What follows belongs to an exercise in optimizing a design on an open flow for small area and a short achievable clock period; a production flow would make more cautious choices. Where RTL was checked, it was by simulation tests only, not by an equivalence proof against the original. No functional check of the RTL was part of runs 1 and 2. No activity file was given, so power comes from the tool's default toggle rates.

==> flow/design.v <==
module inst_mem_responder #(
    parameter int WORD_SIZE = 16,
    parameter int ADDR_BITS = 8,
    parameter int LATENCY   = 2
) (
    input  logic                   clk,
    input  logic                   reset_n,
    input  logic                   readM,
    input  logic [WORD_SIZE-1:0]   address,
    output logic [WORD_SIZE-1:0]   data,
    output logic                   inputReady,
    output logic                   busy,
    input  logic                   load_en,
    input  logic [ADDR_BITS-1:0]   load_addr,
    input  logic [WORD_SIZE-1:0]   load_data,
    output logic [WORD_SIZE-1:0]   req_count
);
    localparam int DEPTH = 1 << ADDR_BITS;
    localparam int LO    = ADDR_BITS / 2;
    localparam int HI    = ADDR_BITS - LO;
    logic                 busy_q;
    logic                 idle_q;
    logic                 ready_q;
    logic [WORD_SIZE-1:0] count_q;
    logic [WORD_SIZE-1:0] data_q;
    logic [(1<<HI)-1:0]   hr_q;
    logic [(1<<HI)-1:0]   hw_q;
    logic [(1<<LO)-1:0]   lr_q [2];
    logic [(1<<LO)-1:0]   lw_q [2];
    logic [(1<<LO)-1:0]   lr_dec;
    logic [(1<<LO)-1:0]   lw_dec;
    logic [WORD_SIZE-1:0] wdata_q;
    logic                 idle;
    logic                 wr_next;
    logic                 rd_next;
    logic [(1<<HI)-1:0]   hr_dec;
    logic [(1<<HI)-1:0]   hw_dec;
    logic [DEPTH-1:0]     sel_n;
    logic [DEPTH-1:0]     we;
    logic [DEPTH-1:0]     wen;
    logic [WORD_SIZE-1:0] rd;
    logic [WORD_SIZE-1:0] word_q [DEPTH];
    assign idle    = idle_q;
    assign wr_next = idle && load_en;
    assign rd_next = idle && readM && !load_en;
    assign hr_dec  = (1 << HI)'(1) << address[ADDR_BITS-1:LO];
    assign lr_dec  = (1 << LO)'(1) << address[LO-1:0];
    assign hw_dec  = (1 << HI)'(1) << load_addr[ADDR_BITS-1:LO];
    assign lw_dec  = (1 << LO)'(1) << load_addr[LO-1:0];
    always_ff @(posedge clk) begin
        hr_q    <= hr_dec;
        hw_q    <= wr_next ? hw_dec : '0;
        lr_q[0] <= (rd_next && !address[ADDR_BITS-1]) ? lr_dec : '0;
        lr_q[1] <= (rd_next &&  address[ADDR_BITS-1]) ? lr_dec : '0;
        lw_q[0] <= !load_addr[ADDR_BITS-1] ? lw_dec : '0;
        lw_q[1] <=  load_addr[ADDR_BITS-1] ? lw_dec : '0;
        wdata_q <= load_data;
        data_q  <= rd;
    end
    for (genvar w = 0; w < DEPTH; w++) begin : g_word
        logic [WORD_SIZE-1:0] nxt;
        imr_nand2 u_sel (.a(hr_q[w >> LO]), .b(lr_q[w >> (ADDR_BITS-1)][w % (1 << LO)]),
                           .y(sel_n[w]));
        imr_nand2 u_wen (.a(hw_q[w >> LO]), .b(lw_q[w >> (ADDR_BITS-1)][w % (1 << LO)]),
                           .y(wen[w]));
        imr_inv   u_we  (.a(wen[w]), .y(we[w]));
        for (genvar b = 0; b < WORD_SIZE; b++) begin : g_bit
            imr_hold u_hold (
                .we(we[w]), .wen(wen[w]), .d(wdata_q[b]), .q(word_q[w][b]),
                .y(nxt[b])
            );
        end
        always_ff @(posedge clk) word_q[w] <= nxt;
    end
    for (genvar b = 0; b < WORD_SIZE; b++) begin : g_rd
        logic [127:0] l1;    
        logic [63:0]  l2;    
        logic [15:0]  l3;    
        logic [7:0]   l4;    
        logic [1:0]   l5;    
        for (genvar i = 0; i < 128; i++) begin : g_l1
            imr_o22n u (
                .a0(sel_n[2*i]), .b0(word_q[2*i][b]),
                .a1(sel_n[2*i+1]), .b1(word_q[2*i+1][b]),
                .y(l1[i])
            );
        end
        for (genvar i = 0; i < 64; i++) begin : g_l2
            imr_nor2 u (.a(l1[2*i]), .b(l1[2*i+1]), .y(l2[i]));
        end
        for (genvar i = 0; i < 16; i++) begin : g_l3
            imr_nand4 u (.a(l2[4*i +: 4]), .y(l3[i]));
        end
        for (genvar i = 0; i < 8; i++) begin : g_l4
            imr_nor2 u (.a(l3[2*i]), .b(l3[2*i+1]), .y(l4[i]));
        end
        for (genvar i = 0; i < 2; i++) begin : g_l5
            imr_nand4 u (.a(l4[4*i +: 4]), .y(l5[i]));
        end
        imr_nor2 u_l6 (.a(l5[0]), .b(l5[1]), .y(rd[b]));
    end
    always_ff @(posedge clk or negedge reset_n) begin
        if (!reset_n) begin
            busy_q  <= 1'b0;
            idle_q  <= 1'b1;
            ready_q <= 1'b0;
            count_q <= '0;
        end else begin
            busy_q  <= idle ? rd_next : !ready_q;
            idle_q  <= idle ? !rd_next : ready_q;
            ready_q <= busy_q && !ready_q;
            if (ready_q) count_q <= count_q + 1'b1;
        end
    end
    assign data       = data_q;
    assign inputReady = ready_q;
    assign busy       = busy_q;
    assign req_count  = count_q;
endmodule
module imr_nand2 (
    input  logic a,
    input  logic b,
    output logic y
);
    assign y = !(a && b);
endmodule
module imr_inv (
    input  logic a,
    output logic y
);
    assign y = !a;
endmodule
module imr_hold (
    input  logic we,
    input  logic wen,
    input  logic d,
    input  logic q,
    output logic y
);
    assign y = (we && d) || (wen && q);
endmodule
module imr_o22n (
    input  logic a0,
    input  logic b0,
    input  logic a1,
    input  logic b1,
    output logic y
);
    assign y = !((a0 || b0) && (a1 || b1));
endmodule
module imr_nand4 (
    input  logic [3:0] a,
    output logic       y
);
    assign y = !(&a);
endmodule
module imr_nor2 (
    input  logic a,
    input  logic b,
    output logic y
);
    assign y = !(a || b);
endmodule
==> flow/run.sh <==
#!/bin/bash
# synth_recipe.tcl (not shown) runs the flow's synth.tcl, then flattens the netlist and writes it again
# the make line also repeats each setting of config.mk as NAME=value (left out here)
make -C /OpenROAD-flow-scripts/flow DESIGN_CONFIG=/design/flow/config.mk WORK_HOME=/design/flow/orfs CLKGATE_MAP_FILE= SYNTH_SCRIPT=/design/flow/synth_recipe.tcl finish
==> flow/config.mk <==
export PLATFORM = sky130hd
export DESIGN_NAME = inst_mem_responder
export DESIGN_NICKNAME = inst_mem_responder
export VERILOG_FILES = /design/flow/design.v
export SDC_FILE = /design/flow/constraint.sdc
export NUM_CORES = 4
export LEC_CHECK = 0
export CAP_MARGIN = 10
export CORE_MARGIN = 2
export CORE_UTILIZATION = 60
export CTS_CLUSTER_DIAMETER = 100
export CTS_CLUSTER_SIZE = 26
export SETUP_SLACK_MARGIN = 3.1
export SLEW_MARGIN = 10
export SYNTH_HIERARCHICAL = 1
export SYNTH_MINIMUM_KEEP_SIZE = 0
==> flow/constraint.sdc <==
create_clock -name core_clock -period 5.5 [get_ports {clk}]
set_input_delay 1.1000 -clock core_clock [delete_from_list [all_inputs] [get_ports {clk}]]
set_output_delay 1.1000 -clock core_clock [all_outputs]
set_load 0.01 [all_outputs]
==> qor.yml, run 1 <==
final_layout:
  fin_cells: 16530
  nets: 13360
  final_core_util_pct: 66.99
  stdcell_area_um2: 159500
  syn2layout_area_growth_pct: 10.90
  drive_above_1_share_pct: 8.083
grt:
  grt_max_degree: 140
  grt.total_usage_pct: 40.26
  grt_pass1_vias: 112100
  antenna_found_initial: 33
  grt-ovfl-total: 0
  grt_pass1_wl_mm: 748.8
die:
  die_area_um2: 243600
  start_util_pct: 60.40
  coreArea_um2: 238100
  io_pins: 78
  die_x_um: 493.6
  rows: 179
  die_h_um: 493.6
synth:
  synth-edff-count: 0
  synth_cell_types: 32
  synthArstFlopShare_pct: 0.4478
  syn-num-nets: 12850
  yosysSeqAreaShare_pct: 59.13
  syn_inst: 12810
  yosysWarnings: 13
  synth_area_leader_cell: "dfxtp_1"
  yosys_register_bits: 4243
  synth.most_common_cell: "dfxtp_1"
  syn_avg_cell_area_um2: 11.23
  synth_ff_type: "dfxtp_1"
  yosys.area.top_type_share_pct: 58.80
  synthesis.area_um2: 143800
  synth_area_leaders: "dfxtp_1 (59%), a22o_1 (25%), o22ai_1 (8.9%)"
  synth_commonest_cells: "dfxtp_1 (4224), a22o_1 (4096), o22ai_1 (2048)"
sta:
  fin_crit_sh_pct: 48.41
  timing.fmax_mhz: 375.6
  final.setup.tns_ns: 0
  hold_viol: 0
  finalSetupViolCount: 0
  slew_violations: 0
  period_needed_ns: 2.663
  worstMarginPinSlew_ns: 1.216
  timing.slew.headroom_pct: 18.92
  rsz0062_at_grt: "yes"
  fin_skew_ns: 0.03947
worst_setup_path:
  worst_setup_path_end_kind: "register"
  max_stage_delay_ns: 0.43
  rr_worst_depth: 11
  cp.arrival_ns: 3.49
  crit_path_max_fanout: 6
  cp_data_required_time_ns: 6.33
  cp-start-kind: "register"
  cp_slowest_cell: "nor2_4"
  path_cells: "buf_16 > buf_16 > nand2_8 > buf_8 > buf_4 > o22ai_4 > nor2_2 > nand4_1 > nor2_4 > nand4_1 > nor2_1"
  critPathKind: "reg -> reg"
placement:
  dp_cells: 16160
  gp_congestion: 0.9943
  placed_area_um2: 149700
  port_buffers: 69
  place_hpwl_mm: 317.3
pwr:
  power_uw: 50120
  power_leakage_uw: 0.06415
  peakVddDrop_mv: 0.2759
  power_frac_seq_pct: 64.5
  cellPowerDensity_nw_per_um2: 314.3
  netSwitchingPower_uw: 11530
  comb_power_share_pct: 4.1
  clkPwrFrac_pct: 31.4
  p_int_uw: 38590
  swShare_pct: 23.01
detailed_routing:
  drt-total-wl_mm: 520.1
  first_iter_violations: 16020
  avgViaCountPerCell: 7.387
  firstDrtPassIters: 9
  antenna_left: 0
  via_count: 122100
  drc_errors: 0
  wl_per_cell_um: 31.47
clock_network:
  clk_latency_ns: 0.93
  cts-root-buf: "clkbuf_16"
  clkTransAtPathRegs_ns: 0.10
  cts_made_buffers: 181
  cts_tree: "yes"
  h-tree-depth: 4
  clkSinkCount: 4243
  cts_buffer_depth: 3
flow_run:
  maxCapViolations: 0
hold_path:
  hold_path_class: "reg -> reg"
  min_path_cells: 1
run_status:
  status: "complete, no violations"
## sequential cells by signal, indices dropped and copies added, names as in the netlist
signal and flops:
lw_q 32, hr_q 16, idle_q 1, count_q 16, hw_q 16, ready_q 1
data_q 16, busy_q 1, lr_q 32, word_q 4096, wdata_q 16
## timing repair
action / in CTS / in global routing
gates cloned: 0 / 1
setup endpoints to repair: 1594 / 1801
gates resized for setup: 744 / 384
pin swaps: 40 / 134
hold buffers: 0 / 0
buffers inserted: 23 / 116
## power by group through the flow
| stage | logic (uW) | registers, uW | clock network, uW |
|---|---|---|---|
| 3_5_place_dp | 1860 | 33000 | 0 |
| 3_3_place_gp | 1800 | 33000 | 0 |
| 6_report | 2060 | 32300 | 15700 |
| 5_1_grt | 2120 | 32400 | 16800 |
| 2_1_floorplan | 816 | 33000 | 0 |
| 4_1_cts | 1940 | 32300 | 15800 |
## layout make-up
type | instances | area, um2
Antenna cell | 22 | 55.05
Fill cell | 18080 | 78600
Timing Repair Buffer | 332 | 3382
Sequential cell | 4243 | 85290
Multi-Input combinational cell | 8299 | 60740
Clock buffer | 195 | 4710
Inverter | 258 | 1205
Tap cell | 3167 | 3963
Clock inverter | 10 | 138.9
## through the flow
stage	setup WS, ns	hold slack [ns]
after global placement	2.165	0.4518
after floorplan	3.584	0.4398
final	2.837	0.4768
after detailed placement	2.122	0.4530
after CTS	2.704	0.4791
after global routing	2.864	0.4875
## path summary, 6_finish.rpt
check                                from              to  slack [ns]
setup / recovery                  hr_q[6]       data_q[7]        2.84
hold / removal             word_q[109][8]  word_q[109][8]        0.48
setup reg to reg                  hr_q[6]       data_q[7]        2.84
hold reg to reg            word_q[109][8]  word_q[109][8]        0.48
max in group asynchronous         reset_n         ready_q        4.12
min in group asynchronous         reset_n      count_q[3]        0.73
## cells in the final DEF (no fill, tap or decap), drive strengths merged, types with 35 or more instances in the layout
master         netlist  layout
nand4              296     296
nand2              525     526
a22o              4096    4096
clkinvlp             0      63
clkdlybuf4s50        0      35
clkbuf               8     195
nor2              1260    1260
o22ai             2048    2048
inv                258     200
buf                  1     297
dfxtp             4224    4224
## cell families (layout without fill, tap and decap cells)
group	count (synthesis)	in the layout	synth area share, %
multiplexers	1	1	0.007830
AND/OR/NAND/NOR	2136	2137	6.198
AO/OA/AOI/OAI	6145	6145	33.86
XOR/XNOR	15	15	0.09136
other	0	22	0
buffers and inverters	267	795	0.7021
flip-flops	4243	4243	59.13
adder cells (fa/ha/maj)	1	1	0.008699
## modules after synthesis (local to each module, per instance)
module,cells inside,flops+latches,area [um2]
inst_mem_responder,4440,4243,86050
imr_hold,1,0,8.758
imr_nand4,1,0,6.256
imr_o22n,1,0,6.256
imr_inv,1,0,3.754
imr_nand2,1,0,3.754
imr_nor2,1,0,3.754
## per-layer routing
layer	wire length (um)	GRT usage, %	up-vias
met5	203	0	-
met4	39090	27.14	26
met3	53920	8.366	1390
met2	223800	58.53	7513
met1	203100	54.04	60480
li1	-	-	52670
## worst max-delay path: cells and delay by family (launching register included)
family	cells	cell delay (ns)
simple gates	6	1.54
buf+inv	4	0.59
flops	1	0.39
compound gates	1	0.06
==> run 2, diff against run 1 <==
--- a/flow/config.mk
+++ b/flow/config.mk
@@ -7,10 +7,10 @@
 export LEC_CHECK = 0
 export CAP_MARGIN = 10
 export CORE_MARGIN = 2
-export CORE_UTILIZATION = 60
+export CORE_UTILIZATION = 66
 export CTS_CLUSTER_DIAMETER = 100
-export CTS_CLUSTER_SIZE = 26
-export SETUP_SLACK_MARGIN = 3.1
+export CTS_CLUSTER_SIZE = 28
+export SETUP_SLACK_MARGIN = 3.0
 export SLEW_MARGIN = 10
 export SYNTH_HIERARCHICAL = 1
 export SYNTH_MINIMUM_KEEP_SIZE = 0
==> run 2 against run 1 <==
  * Critical path depth decreased by 3
  * Via count grew 0.24%
  * Register-to-register slack worse by 0.08 ns
  * Cell count decreased by 2.3%
  * Largest cell class unchanged
  * Clock power down 4%
  * Synthesized cell count stayed put
  * First-iteration DRC count increased by 9.5%
  * Largest power group unchanged
  * Still clean
==> qor.yml, run 2 <==
run_status:
  status: "complete, no violations"
clock_network:
  cts-root-buf: "clkbuf_16"
  cts_made_buffers: 169  # -6.6%
  postCtsHoldBufs: 0  # unchanged
  clkTransAtPathRegs_ns: 0.11  # about the same
  cts_tree: "yes"
  clkSinkCount: 4243  # unchanged
  h-tree-depth: 4  # unchanged
  cts_buffer_depth: 3  # unchanged
  clk_latency_ns: 0.88  # -0.05 ns
grt:
  grt-ovfl-total: 0  # unchanged
  grt.total_usage_pct: 43.25  # +3.0 points
  grt_pass1_wl_mm: 737.0  # -1.6%
  grt_pass1_vias: 112700  # +0.54%
  antenna_found_initial: 29  # -12%
  grt_max_degree: 141  # +0.71%
worst_setup_path:
  cp-start-kind: "register"
  worst_setup_path_end_kind: "register"
  cp_data_required_time_ns: 6.29  # -0.04 ns
  r2r-start: "lr_q[0][6]"
  r2r-end: "data_q[14]"
  crit_path_max_fanout: 16  # +10
  startpoint: "lr_q[0][6]"
  timing.critical_path.to: "data_q[14]"
  rr_worst_depth: 8  # -3
  cp.arrival_ns: 3.53  # +0.04 ns
  critPathKind: "reg -> reg"
  reg2reg_slack_ns: 2.76  # -0.08 ns
placement:
  dp_cells: 15830  # -2.0%
  place_hpwl_mm: 310.3  # -2.2%
  port_buffers: 69  # unchanged
  placed_area_um2: 149200  # -0.33%
  gp_congestion: 1.020  # +2.6%
detailed_routing:
  antenna_left: 0  # unchanged
  avgViaCountPerCell: 7.579  # +2.6%
  first_iter_violations: 17530  # +9.5%
  wl_per_cell_um: 31.43  # -0.12%
  firstDrtPassIters: 9  # unchanged
  drt-total-wl_mm: 507.5  # -2.4%
  via_count: 122400  # +0.24%
  drc_errors: 0  # unchanged
final_layout:
  syn2layout_area_growth_pct: 9.139
  drive_above_1_share_pct: 6.564  # -1.5 points
  fin_cells: 16140  # -2.3%
  top_regs: "word_q (4096), lr_q (32), lw_q (32)"
  regMostFlops: "word_q"
  largest_reg_flops: 4096  # unchanged
  nets: 13280  # -0.59%
  layout_commonest_cell: "dfxtp_1"
  stdcell_area_um2: 157000  # -1.6%
  mostFrequentLayoutCells: "dfxtp_1 (4144), a22o_1 (4096), o22ai_1 (2046)"
synth:
  yosysWarnings: 13  # unchanged
  synth_ff_type: "dfxtp_1"
  synthesis.area_um2: 143800  # unchanged
  syn_avg_cell_area_um2: 11.23  # unchanged
  yosys_register_bits: 4243  # unchanged
  synth_cell_types: 32  # unchanged
  synth_commonest_cells: "dfxtp_1 (4224), a22o_1 (4096), o22ai_1 (2048)"
  synth.most_common_cell: "dfxtp_1"
  syn_inst: 12810  # unchanged
  synth-edff-count: 0  # unchanged
  synth_area_leader_cell: "dfxtp_1"
  synthArstFlopShare_pct: 0.4478  # unchanged
  yosysSeqAreaShare_pct: 59.13  # unchanged
  synth_area_leaders: "dfxtp_1 (59%), a22o_1 (25%), o22ai_1 (8.9%)"
  syn-num-nets: 12850  # unchanged
  yosys.area.top_type_share_pct: 58.80  # unchanged
sta:
  hold_viol: 0  # unchanged
  timing.slew.headroom_pct: 16.98  # -1.9 points
  slew_violations: 0  # unchanged
  finalSetupViolCount: 0  # unchanged
  fin_crit_sh_pct: 49.78  # +1.4 points
  fin_skew_ns: 0.03291  # -0.006560 ns
  hold_slack_ns: 0.4783  # +0.001411 ns
  rsz0062_at_grt: "yes"
  worstMarginPinSlew_ns: 1.245  # +0.02904 ns
  period_needed_ns: 2.738  # +0.07518 ns
  timing.fmax_mhz: 365.2  # -2.7%
  final.setup.tns_ns: 0  # unchanged
pwr:
  swShare_pct: 22.67  # -0.34 points
  power_frac_seq_pct: 65.3  # +0.8 points
  clkPwrFrac_pct: 30.6  # -0.8 points
  p_int_uw: 38280  # -0.81%
  power_leakage_uw: 0.06371  # -0.69%
  peakVddDrop_mv: 0.3289  # +19%
  power_uw: 49500  # -1.2%
  netSwitchingPower_uw: 11220  # -2.7%
  cellPowerDensity_nw_per_um2: 315.4  # +0.35%
  comb_power_share_pct: 4.2  # about the same
flow_run:
  maxCapViolations: 0  # unchanged
die:
  io_pins: 78  # unchanged
  die_h_um: 470.8  # -4.6%
  start_util_pct: 66.29  # +5.9 points
  coreArea_um2: 217000  # -8.9%
  rows: 171  # -4.5%
  die_area_um2: 221600  # -9.0%
  die_x_um: 470.8  # -4.6%
hold_path:
  hold_path_class: "reg -> reg"
## run 2: cell count changes in the layout (fill, tap and decap cells not counted), sizes merged
cell      previous run  this run
buf                297       230
clkinv               5         0
clkinvlp            63        17
diode               22        35
clkbuf             195       189
inv                200       242
## run 2: final cells by class
cell class | count | area, um2
clock buffers | 189 | 4504
multi-input cells | 8299 | 59780
diodes | 35 | 87.58
inverters | 258 | 1032
repair buffers | 265 | 2688
well taps | 2854 | 3571
fillers | 15440 | 60000
flip-flops and latches | 4243 | 85280
clock inverters | 1 | 8.758
## run 2: layer usage
layer / vias to the layer above / wire (um) / share of wire [%] / GRT usage (%)
met4: 18 / 40430 / 8.0 / 30.19
met1: 59810 / 190900 / 38 / 57.23
met2: 8415 / 214900 / 42 / 62.04
met5: - / 126 / 0.025 / 0
li1: 52500 / - / - / -
met3: 1623 / 61110 / 12 / 10.91
## run 2: repair_timing
item | in CTS | in global routing
gates cloned | 0 | 1
pin swaps | 28 | 52
gates resized for setup | 579 | 267
setup endpoints to repair | 64 | 1053
setup buffers | 15 | 71
## run 2: how the worst min path moves through the flow
stage	from	end	slack, ns	depth (start not counted)
after floorplan	word_q[0][0]	word_q[0][0]	0.44	1
after global placement	word_q[202][3]	word_q[202][3]	0.45	1
after detailed placement	word_q[14][6]	word_q[14][6]	0.45	1
after CTS	word_q[83][11]	word_q[83][11]	0.48	1
after global routing	word_q[236][0]	word_q[236][0]	0.49	1
final	word_q[109][5]	word_q[109][5]	0.48	1
## run 2: per-stage QoR
stage / utilization (%) / setup WS (ns)
detailed placement: 68.79 / 2.098
CTS: 71.45 / 2.810
global placement: 68.79 / 2.195
floorplan: - / 3.584
finish: 72.34 / 2.762
global route: 72.32 / 2.820
## run 2: cell families (layout without fill, tap and decap cells)
group                      count (synthesis)  count (layout)  synth area share (%)
and+or+nand+nor                         2136            2137                 6.198
DFF                                     4243            4243                 59.13
adders and majority gates                  1               1              0.008699
muxes                                      1               1              0.007830
other                                      0              35                     0
xor gates and xnor gates                  15              15               0.09136
AOI/OAI and AO/OA                       6145            6145                 33.86
buffers and inverters                    267             713                0.7021
## run 2: power by group through the flow
stage | registers, uW | logic [uW] | clock network [uW]
floorplan | 33000 | 816 | 0
global placement | 32900 | 1800 | 0
detailed placement | 33000 | 1880 | 0
CTS | 32300 | 1950 | 15100
global route | 32400 | 2110 | 16100
finish | 32300 | 2060 | 15100
## run 2: worst max-delay path: stages (launching register included)
cell,delay [ns]
dfxtp_2,0.46
buf_4,0.30
nand2_8,0.18
o22ai_1,0.12
nor2_2,0.20
nand4_1,0.41
nor2_4,0.49
nand4_1,0.29
nor2_1,0.17
## run 2: modules after synthesis, one instance, submodules excluded
module,copies in the design,area (um2)
imr_nand2,512,3.754
imr_hold,4096,8.758
imr_nor2,1168,3.754
inst_mem_responder,1,86050
imr_o22n,2048,6.256
imr_inv,256,3.754
imr_nand4,288,6.256
==> run 3, diff against run 2 <==
--- a/flow/design.v
+++ b/flow/design.v
@@ -25,7 +25,7 @@
     logic [WORD_SIZE-1:0] data_q;
     logic [(1<<HI)-1:0]   hr_q;
     logic [(1<<HI)-1:0]   hw_q;
-    logic [(1<<LO)-1:0]   lr_q [2];
+    logic [(1<<LO)-1:0]   lr_q [4];
     logic [(1<<LO)-1:0]   lw_q [2];
     logic [(1<<LO)-1:0]   lr_dec;
     logic [(1<<LO)-1:0]   lw_dec;
@@ -50,8 +50,9 @@
     always_ff @(posedge clk) begin
         hr_q    <= hr_dec;
         hw_q    <= wr_next ? hw_dec : '0;
-        lr_q[0] <= (rd_next && !address[ADDR_BITS-1]) ? lr_dec : '0;
-        lr_q[1] <= (rd_next &&  address[ADDR_BITS-1]) ? lr_dec : '0;
+        for (int k = 0; k < 4; k++) begin
+            lr_q[k] <= (rd_next && address[ADDR_BITS-1 -: 2] == 2'(k)) ? lr_dec : '0;
+        end
         lw_q[0] <= !load_addr[ADDR_BITS-1] ? lw_dec : '0;
         lw_q[1] <=  load_addr[ADDR_BITS-1] ? lw_dec : '0;
         wdata_q <= load_data;
@@ -59,7 +60,7 @@
     end
     for (genvar w = 0; w < DEPTH; w++) begin : g_word
         logic [WORD_SIZE-1:0] nxt;
-        imr_nand2 u_sel (.a(hr_q[w >> LO]), .b(lr_q[w >> (ADDR_BITS-1)][w % (1 << LO)]),
+        imr_nand2 u_sel (.a(hr_q[w >> LO]), .b(lr_q[w >> (ADDR_BITS-2)][w % (1 << LO)]),
                            .y(sel_n[w]));
         imr_nand2 u_wen (.a(hw_q[w >> LO]), .b(lw_q[w >> (ADDR_BITS-1)][w % (1 << LO)]),
                            .y(wen[w]));
--- a/flow/config.mk
+++ b/flow/config.mk
@@ -7,10 +7,10 @@
 export LEC_CHECK = 0
 export CAP_MARGIN = 10
 export CORE_MARGIN = 2
-export CORE_UTILIZATION = 66
+export CORE_UTILIZATION = 60
 export CTS_CLUSTER_DIAMETER = 100
-export CTS_CLUSTER_SIZE = 28
-export SETUP_SLACK_MARGIN = 3.0
+export CTS_CLUSTER_SIZE = 26
+export SETUP_SLACK_MARGIN = 3.05
 export SLEW_MARGIN = 10
 export SYNTH_HIERARCHICAL = 1
 export SYNTH_MINIMUM_KEEP_SIZE = 0
==> run 3 against run 2 <==
  * Die area increased by 11%
  * Worst setup slack got worse by 0.13 ns
  * Clock power grew 5%
  * Fmax shrank 4.4%
  * Total power increased by 1.6%
  * Hold slack got worse by 0.0014 ns
  * Global-route usage down 3.0 points
  * Final area up 1.5%
  * Critical endpoint is now data_q[2]
  * Sequential power barely moved
  * Critical path type unchanged
  * Sequential share of layout area shrank 0.41 points
  * Clock skew rose by 0.0052 ns
  * Still clean
==> qor.yml, run 3 <==
sta:
  hold_viol: 0  # unchanged
  slew_violations: 0  # unchanged
  rsz0062_at_grt: "yes"
  timing.fmax_mhz: 349.0  # -4.4%
  finalSetupViolCount: 0  # unchanged
  setup_ws_ns: 2.635  # -0.1271 ns
  worstMarginPinSlew_ns: 1.196  # -0.04969 ns
  fin_skew_ns: 0.03813  # +0.005221 ns
  timing.slew.headroom_pct: 19.68  # +2.7 points
  period_needed_ns: 2.865  # +0.1271 ns
  final.setup.tns_ns: 0  # unchanged
  fin_crit_sh_pct: 52.09  # +2.3 points
synth:
  yosysWarnings: 13  # unchanged
  yosys_register_bits: 4275  # +0.75%
  synth_mux_area_share_pct: 0.007784  # -0.000046 points
  synthesis.area_um2: 144700  # +0.60%
  yosys.area.top_type_share_pct: 58.90  # +0.094 points
  synth-edff-count: 0  # unchanged
  syn-num-nets: 12930  # +0.61%
  syn_avg_cell_area_um2: 11.23  # about the same
  synth_cell_types: 34  # +6.3%
  synthAdderAreaFrac_pct: 0.008649  # -0.000052 points
  syn_inst: 12890  # +0.62%
  synth_ff_type: "dfxtp_1"
  synthSimpleGateAreaFrac_pct: 6.296  # +0.097 points
  synth_area_leader_cell: "dfxtp_1"
  synth_area_leaders: "dfxtp_1 (59%), a22o_1 (25%), o22ai_1 (8.9%)"
  yosysSeqAreaShare_pct: 59.22  # +0.092 points
  synth_xor_area_share_pct: 0.09081  # -0.00054 points
  synth_compound_area_share_pct: 33.65  # -0.20 points
  synthArstFlopShare_pct: 0.4444  # -0.0034 points
  synth_commonest_cells: "dfxtp_1 (4256), a22o_1 (4096), o22ai_1 (2048)"
  synth.most_common_cell: "dfxtp_1"
  synth_top_family_by_area: "compound AO/OA/AOI/OAI gates"
pwr:
  power_leakage_uw: 0.06437  # +1.0%
  cellPowerDensity_nw_per_um2: 315.4  # about the same
  peakVddDrop_mv: 0.3027  # -8.0%
  power_uw: 50280  # +1.6%
final_layout:
  syn2layout_area_growth_pct: 10.17
  top_regs: "word_q (4096), lr_q (64), lw_q (32)"
  stdcell_area_um2: 159400  # +1.5%
  drive_above_1_share_pct: 7.905  # +1.3 points
  final-seq-area_um2: 85950  # +0.78%
  largest_reg_flops: 4096  # unchanged
  nFillCells: 18540  # +20%
  final_core_util_pct: 66.39  # -6.0 points
  nets: 13380  # +0.78%
  multi_input_area_um2: 60530  # +1.3%
  mostFrequentLayoutCells: "dfxtp_1 (4147), a22o_1 (4096), o22ai_1 (2039)"
  layout_commonest_cell: "dfxtp_1"
  regMostFlops: "word_q"
detailed_routing:
  antenna_left: 0  # unchanged
  avgViaCountPerCell: 7.397  # -2.4%
  via_count: 122500  # +0.14%
  first_iter_violations: 17740  # +1.2%
  drc_errors: 0  # unchanged
  firstDrtPassIters: 12  # +3
  wl_per_cell_um: 31.43  # about the same
  drt-total-wl_mm: 520.7  # +2.6%
worst_setup_path:
  cp-start-kind: "register"
  crit_path_max_fanout: 16  # unchanged
  worst_setup_path_end_kind: "register"
  cp.arrival_ns: 3.66  # +0.13 ns
  critPathKind: "reg -> reg"
  cp_data_required_time_ns: 6.30  # about the same
placement:
  dp_slack_ns: 2.174  # +0.07571 ns
  place_hpwl_mm: 323.5  # +4.3%
  port_buffers: 69  # unchanged
  placed_area_um2: 150500  # +0.85%
  gp_congestion: 1.013  # -0.66%
clock_network:
  cts-root-buf: "clkbuf_16"
  postCtsHoldBufs: 0  # unchanged
  h-tree-depth: 4  # unchanged
  cts_tree: "yes"
  cts_made_buffers: 182  # +7.7%
  clkTransAtPathRegs_ns: 0.10  # about the same
  cts_buffer_depth: 3  # unchanged
  clk_latency_ns: 0.89  # about the same
  clkSinkCount: 4275  # +0.75%
grt:
  grt_pass1_vias: 113600  # +0.82%
  grt.total_usage_pct: 40.26  # -3.0 points
  grt_max_degree: 137  # -2.8%
  antenna_found_initial: 26  # -10%
  grt-ovfl-total: 0  # unchanged
  grt_pass1_wl_mm: 753.2  # +2.2%
run_status:
  status: "complete, no violations"
die:
  die_x_um: 495.0  # +5.1%
  rows: 180  # +5.3%
  die_h_um: 495.0  # +5.1%
  die_area_um2: 245100  # +11%
  coreArea_um2: 240100  # +11%
  io_pins: 78  # unchanged
  start_util_pct: 60.26  # -6.0 points
hold_path:
  hold_path_class: "reg -> reg"
flow_run:
  maxCapViolations: 0  # unchanged
==> run 3: changes by cell type after synthesis, moves of 3 or more <==
| cell | previous run | this run |
|---|---|---|
| dfxtp_1 | 4224 | 4256 |
| nor2_1 | 1260 | 1292 |
| nand2_1 | 525 | 533 |
| buf_2 | 0 | 5 |
| nor4_1 | 1 | 6 |
| xnor2_1 | 9 | 5 |
| xor2_1 | 6 | 10 |
| and3_1 | 3 | 0 |
| clkbuf_1 | 8 | 5 |
| nand2b_1 | 11 | 8 |
| nor3_1 | 10 | 13 |
| nor3_2 | 3 | 0 |
==> run 3: metrics by stage <==
step                      hold slack (ns)  cells
after global placement             0.4519  16240
after detailed placement           0.4530  16240
after floorplan                    0.4398  12890
final                              0.4769  16570
after CTS                          0.4788  16490
after global routing               0.4891  16560
==> run 3: power breakdown <==
group	total [uW]	internal, uW	switching (uW)
Clock	15800	6150	9610
Combinational	1990	815	1170
Sequential	32500	31800	709
Total	50300	38800	11500
==> run 3: worst max-delay path: stages, from the launching register on <==
cell and delay, ns:
dfxtp_4 0.45, buf_8 0.21, nand2_8 0.17, o22ai_1 0.09, nor2_1 0.22, nand4_1 0.31, nor2_4 0.33, nand4_1 0.69
nor2_1 0.28
==> run 3: cells by family (layout without fill, tap and decap cells) <==
group / count (synthesis) / after routing
XOR/XNOR: 15 / 15
buffers and inverters: 272 / 742
flip-flops: 4275 / 4275
AO/OA/AOI/OAI: 6144 / 6144
multiplexers: 1 / 1
other: 0 / 21
adder cells (fa/ha/maj): 1 / 1
AND/OR/NAND/NOR: 2179 / 2181
==> run 3: final timing paths <==
kind                       slack (ns)  depth (start not counted)        endpoint            from
setup / recovery                 2.63                          8       data_q[2]         hr_q[2]
hold / removal                   0.48                          1  word_q[15][14]  word_q[15][14]
setup reg to reg                 2.63                          8       data_q[2]         hr_q[2]
hold reg to reg                  0.48                          1  word_q[15][14]  word_q[15][14]
max in group asynchronous        4.25                          1         ready_q         reset_n
min in group asynchronous        0.68                          1      count_q[3]         reset_n
==> run 3: per-module statistics from Yosys, one instance, submodules excluded <==
module              cell area (um2)  flip-flops and latches
inst_mem_responder            86910                    4275
imr_nor2                      3.754                       0
imr_o22n                      6.256                       0
imr_inv                       3.754                       0
imr_hold                      8.758                       0
imr_nand4                     6.256                       0
imr_nand2                     3.754                       0
==> run 3: final cells by class <==
class | instances | area share [%]
antenna | 21 | 0.03297
tap | 3185 | 2.500
inverter | 260 | 0.8031
sequential | 4275 | 53.93
clock inverter | 11 | 0.07458
multi-input combinational | 8342 | 37.98
timing repair buffer | 278 | 1.733
clock buffer | 193 | 2.950
==> run 3: metal layers <==
layer  global-route usage (%)  routed length (um)  vias to the layer above
li1                         -                   -                    52780
met1                    56.74              209900                    60880
met2                    56.74              218200                     7652
met3                    9.915               62060                     1203
met4                    21.60               30510                       12
met5                        0                 107                        -
==> run 3: repair_timing <==
action                     in CTS  in global routing
pin swaps                      75                 76
gates resized for setup       824                240
setup endpoints to repair    1638               2010
buffers inserted               46                 55
gates cloned                    1                  2
==> run 4, diff against run 3 <==
--- a/flow/config.mk
+++ b/flow/config.mk
@@ -10,7 +10,7 @@
 export CORE_UTILIZATION = 60
 export CTS_CLUSTER_DIAMETER = 100
 export CTS_CLUSTER_SIZE = 26
-export SETUP_SLACK_MARGIN = 3.05
+export SETUP_SLACK_MARGIN = 3.12
 export SLEW_MARGIN = 10
 export SYNTH_HIERARCHICAL = 1
 export SYNTH_MINIMUM_KEEP_SIZE = 0
==> run 4 against run 3 <==
  * Still clean on timing, DRC and antenna
  * First-iteration DRC count decreased by 1.6%
  * Die area unchanged
  * Sequential power about the same
  * Clock skew increased by 0.00064 ns
  * Synthesized area unchanged
  * Via count increased by 0.11%
  * Worst setup slack got worse by 0.074 ns
  * Synthesized cell count unchanged
  * Final area increased by 0.31%
  * Highest routed layer unchanged
==> qor.yml, run 4 <==
run_status:
  status: "complete, no violations"
detailed_routing:
  avgViaCountPerCell: 7.402  # about the same
  first_iter_violations: 17460  # -1.6%
  via_count: 122700  # +0.11%
  wl_per_cell_um: 31.50  # +0.22%
  drc_errors: 0  # unchanged
  antenna_left: 0  # unchanged
  drt-total-wl_mm: 522.1  # +0.27%
  firstDrtPassIters: 9  # -3
clock_network:
  cts_tree: "yes"
  h-tree-depth: 4  # unchanged
  cts_made_buffers: 182  # unchanged
  cts_buffer_depth: 3  # unchanged
  clkSinkCount: 4275  # unchanged
  clk_latency_ns: 0.90  # about the same
  clkTransAtPathRegs_ns: 0.10  # about the same
  cts-root-buf: "clkbuf_16"
synth:
  synth_area_leader_cell: "dfxtp_1"
  synth-edff-count: 0  # unchanged
  synthAdderAreaFrac_pct: 0.008649  # unchanged
  synth_top_family_by_area: "compound AO/OA/AOI/OAI gates"
  synth.most_common_cell: "dfxtp_1"
  synth_mux_area_share_pct: 0.007784  # unchanged
  yosysSeqAreaShare_pct: 59.22  # unchanged
  synth_ff_type: "dfxtp_1"
  synth_compound_area_share_pct: 33.65  # unchanged
  synth_area_leaders: "dfxtp_1 (59%), a22o_1 (25%), o22ai_1 (8.9%)"
  synth_commonest_cells: "dfxtp_1 (4256), a22o_1 (4096), o22ai_1 (2048)"
  yosys_register_bits: 4275  # unchanged
  synthesis.area_um2: 144700  # unchanged
  syn_avg_cell_area_um2: 11.23  # unchanged
  yosysWarnings: 13  # unchanged
  synthArstFlopShare_pct: 0.4444  # unchanged
  yosys.area.top_type_share_pct: 58.90  # unchanged
  syn-num-nets: 12930  # unchanged
  synth_xor_area_share_pct: 0.09081  # unchanged
  syn_inst: 12890  # unchanged
  synthSimpleGateAreaFrac_pct: 6.296  # unchanged
  synth_cell_types: 34  # unchanged
placement:
  dp_slack_ns: 2.174  # unchanged
  place_hpwl_mm: 323.5  # unchanged
  port_buffers: 69  # unchanged
  gp_congestion: 1.013  # unchanged
pwr:
  peakVddDrop_mv: 0.3026  # about the same
  cellPowerDensity_nw_per_um2: 314.6  # -0.27%
  power_leakage_uw: 0.06422  # -0.23%
worst_setup_path:
  reg2reg_slack_ns: 2.56  # -0.07 ns
  worst_setup_path_end_kind: "register"
  startpoint: "hr_q[4]"
  cp-start-kind: "register"
  crit_path_max_fanout: 6  # -10
  r2r-start: "hr_q[4]"
  rr_worst_depth: 9  # +1
  r2r-end: "data_q[2]"
  timing.critical_path.to: "data_q[2]"
  cp_data_required_time_ns: 6.29  # about the same
  critPathKind: "reg -> reg"
  cp.arrival_ns: 3.73  # +0.07 ns
grt:
  grt_max_degree: 137  # unchanged
  grt-ovfl-total: 0  # unchanged
  grt.total_usage_pct: 40.39  # +0.12 points
  grt_pass1_wl_mm: 755.5  # +0.29%
  antenna_found_initial: 26  # unchanged
  grt_pass1_vias: 113900  # +0.20%
final_layout:
  layout_commonest_cell: "dfxtp_1"
  mostFrequentLayoutCells: "dfxtp_1 (4140), a22o_1 (4096), o22ai_1 (2016)"
  final_core_util_pct: 66.59  # +0.20 points
  regMostFlops: "word_q"
  syn2layout_area_growth_pct: 10.51
  largest_reg_flops: 4096  # unchanged
  nFillCells: 18440  # -0.53%
  nets: 13390  # +0.060%
  top_regs: "word_q (4096), lr_q (64), lw_q (32)"
  drive_above_1_share_pct: 8.439  # +0.53 points
sta:
  rsz0062_at_grt: "yes"
  timing.fmax_mhz: 340.3  # -2.5%
  fin_skew_ns: 0.03878  # +0.0006420 ns
  timing.slew.headroom_pct: 19.76  # +0.074 points
  setup_ws_ns: 2.561  # -0.07365 ns
  finalSetupViolCount: 0  # unchanged
  hold_viol: 0  # unchanged
  worstMarginPinSlew_ns: 1.204  # +0.008095 ns
  final.setup.tns_ns: 0  # unchanged
  period_needed_ns: 2.939  # +0.07365 ns
  slew_violations: 0  # unchanged
  fin_crit_sh_pct: 53.43  # +1.3 points
flow_run:
  maxCapViolations: 0  # unchanged
die:
  coreArea_um2: 240100  # unchanged
  rows: 180  # unchanged
  io_pins: 78  # unchanged
  die_x_um: 495.0  # unchanged
  start_util_pct: 60.26  # unchanged
  die_area_um2: 245100  # unchanged
  die_h_um: 495.0  # unchanged
hold_path:
  hold_path_class: "reg -> reg"
[run 4: per-module statistics from Yosys (local to each module, per instance)]
module	times used	area, um2
inst_mem_responder	1	86910
imr_o22n	2048	6.256
imr_nand2	512	3.754
imr_nor2	1168	3.754
imr_hold	4096	8.758
imr_nand4	288	6.256
imr_inv	256	3.754
[run 4: worst min-delay path by stage]
stage,endpoint,depth (start not counted),startpoint,slack (ns)
2_1_floorplan,word_q[0][0],1,word_q[0][0],0.44
3_3_place_gp,word_q[250][10],1,word_q[250][10],0.45
3_5_place_dp,word_q[124][9],1,word_q[124][9],0.45
4_1_cts,word_q[196][9],1,word_q[196][9],0.48
5_1_grt,word_q[225][12],1,word_q[225][12],0.49
6_report,word_q[205][11],1,word_q[205][11],0.48
[run 4: logic make-up (layout without fill, tap and decap cells)]
| logic type | after synthesis | count (layout) |
|---|---|---|
| simple gates | 2179 | 2184 |
| fa+ha+maj | 1 | 1 |
| buf+inv | 272 | 747 |
| compound gates | 6144 | 6144 |
| flops | 4275 | 4275 |
| other cells | 0 | 20 |
| xor+xnor | 15 | 15 |
| mux | 1 | 1 |
[run 4: layer usage]
layer	wire, um	GRT usage (%)	vias to the layer above	share of wire [%]
li1	-	-	52830	-
met1	209800	56.95	60820	40
met2	217800	56.86	7699	42
met3	62640	9.907	1297	12
met4	31690	21.73	18	6.1
met5	119	0	-	0.023
[run 4: what timing repair did]
item                        CTS  global route
hold endpoints to repair      0             0
cloned                        6             0
setup endpoints to repair  2042          2029
hold buffers                  0             0
pin swaps                   110            78
resized for setup           962           179
buffers inserted             76            30
[run 4: final cells by class]
cell class / count / area [um2] / area share [%]
sequential: 4275 / 85950 / 53.76
clock buffer: 193 / 4702 / 2.941
clock inverter: 11 / 118.9 / 0.07435
inverter: 260 / 1321 / 0.8265
timing repair buffer: 283 / 2923 / 1.828
multi-input combinational: 8345 / 60810 / 38.04
antenna: 20 / 50.05 / 0.03131
tap: 3185 / 3985 / 2.493
[run 4: worst max-delay path, cell delays in order, from the launching register on]
cell and delay [ns]:
dfxtp_4 0.40, buf_16 0.16, buf_12 0.15, nand2_8 0.12, o22ai_4 0.08, nor2_2 0.19
nand4_1 0.38, nor2_4 0.38, nand4_1 0.69, nor2_1 0.28
[run 4: power by group]
group | total (uW) | internal (uW) | switching, uW
logic | 2000 | 820 | 1180
clock network | 15800 | 6150 | 9620
registers | 32500 | 31800 | 705
total | 50300 | 38800 | 11500
[run 4: through the flow]
stage | total power [uW] | cell area [um2] | hold slack (ns) | cells
2_1_floorplan | 34020 | 144700 | 0.4398 | 12890
3_3_place_gp | 34900 | 150500 | 0.4519 | 16240
3_5_place_dp | 35000 | 150500 | 0.4530 | 16240
4_1_cts | 50220 | 158900 | 0.4788 | 16520
5_1_grt | 51550 | 159900 | 0.4891 | 16570
6_report | 50290 | 159900 | 0.4777 | 16570

port drivers added, routing unchanged:
The results above use ideal ports. As a check the final layouts listed here were re-extracted and re-timed, cells and wires unchanged.
Step 1 sets driving cells, clkbuf_16 on the clock port and buf_2 on the other inputs (assumed; they add their load-dependent delay and slew).
Step 2 adds t to the input delays and takes it off the output delays; t is the mean of the earliest and latest rising clock arrival at the registers after step 1. Input paths then give back, and output paths get back, about the clock's delay inside the block.
a / b / c = ideal / step 1 / step 2; a / b = the first two.
| run | t, ns | slack for setup (ns) | slew at the worst register clock pin (ns) | cell pins on the clock port's net |
|---|---|---|---|---|
| run 1 | 1.010 | 2.837 / 2.788 / 2.194 | 0.11 / 0.11 | 1 |
| run 2 | 0.972 | 2.762 / 2.734 / 2.261 | 0.11 / 0.11 | 1 |
| run 3 | 0.986 | 2.635 / 2.635 / 2.005 | 0.11 / 0.11 | 1 |
| run 4 | 0.968 | 2.561 / 2.561 / 2.021 | 0.11 / 0.11 | 1 |
After both steps every run listed still meets setup and hold. The setup slack of run 1, which loses most, moves by -0.049 ns with the drivers and by -0.643 ns with both steps.
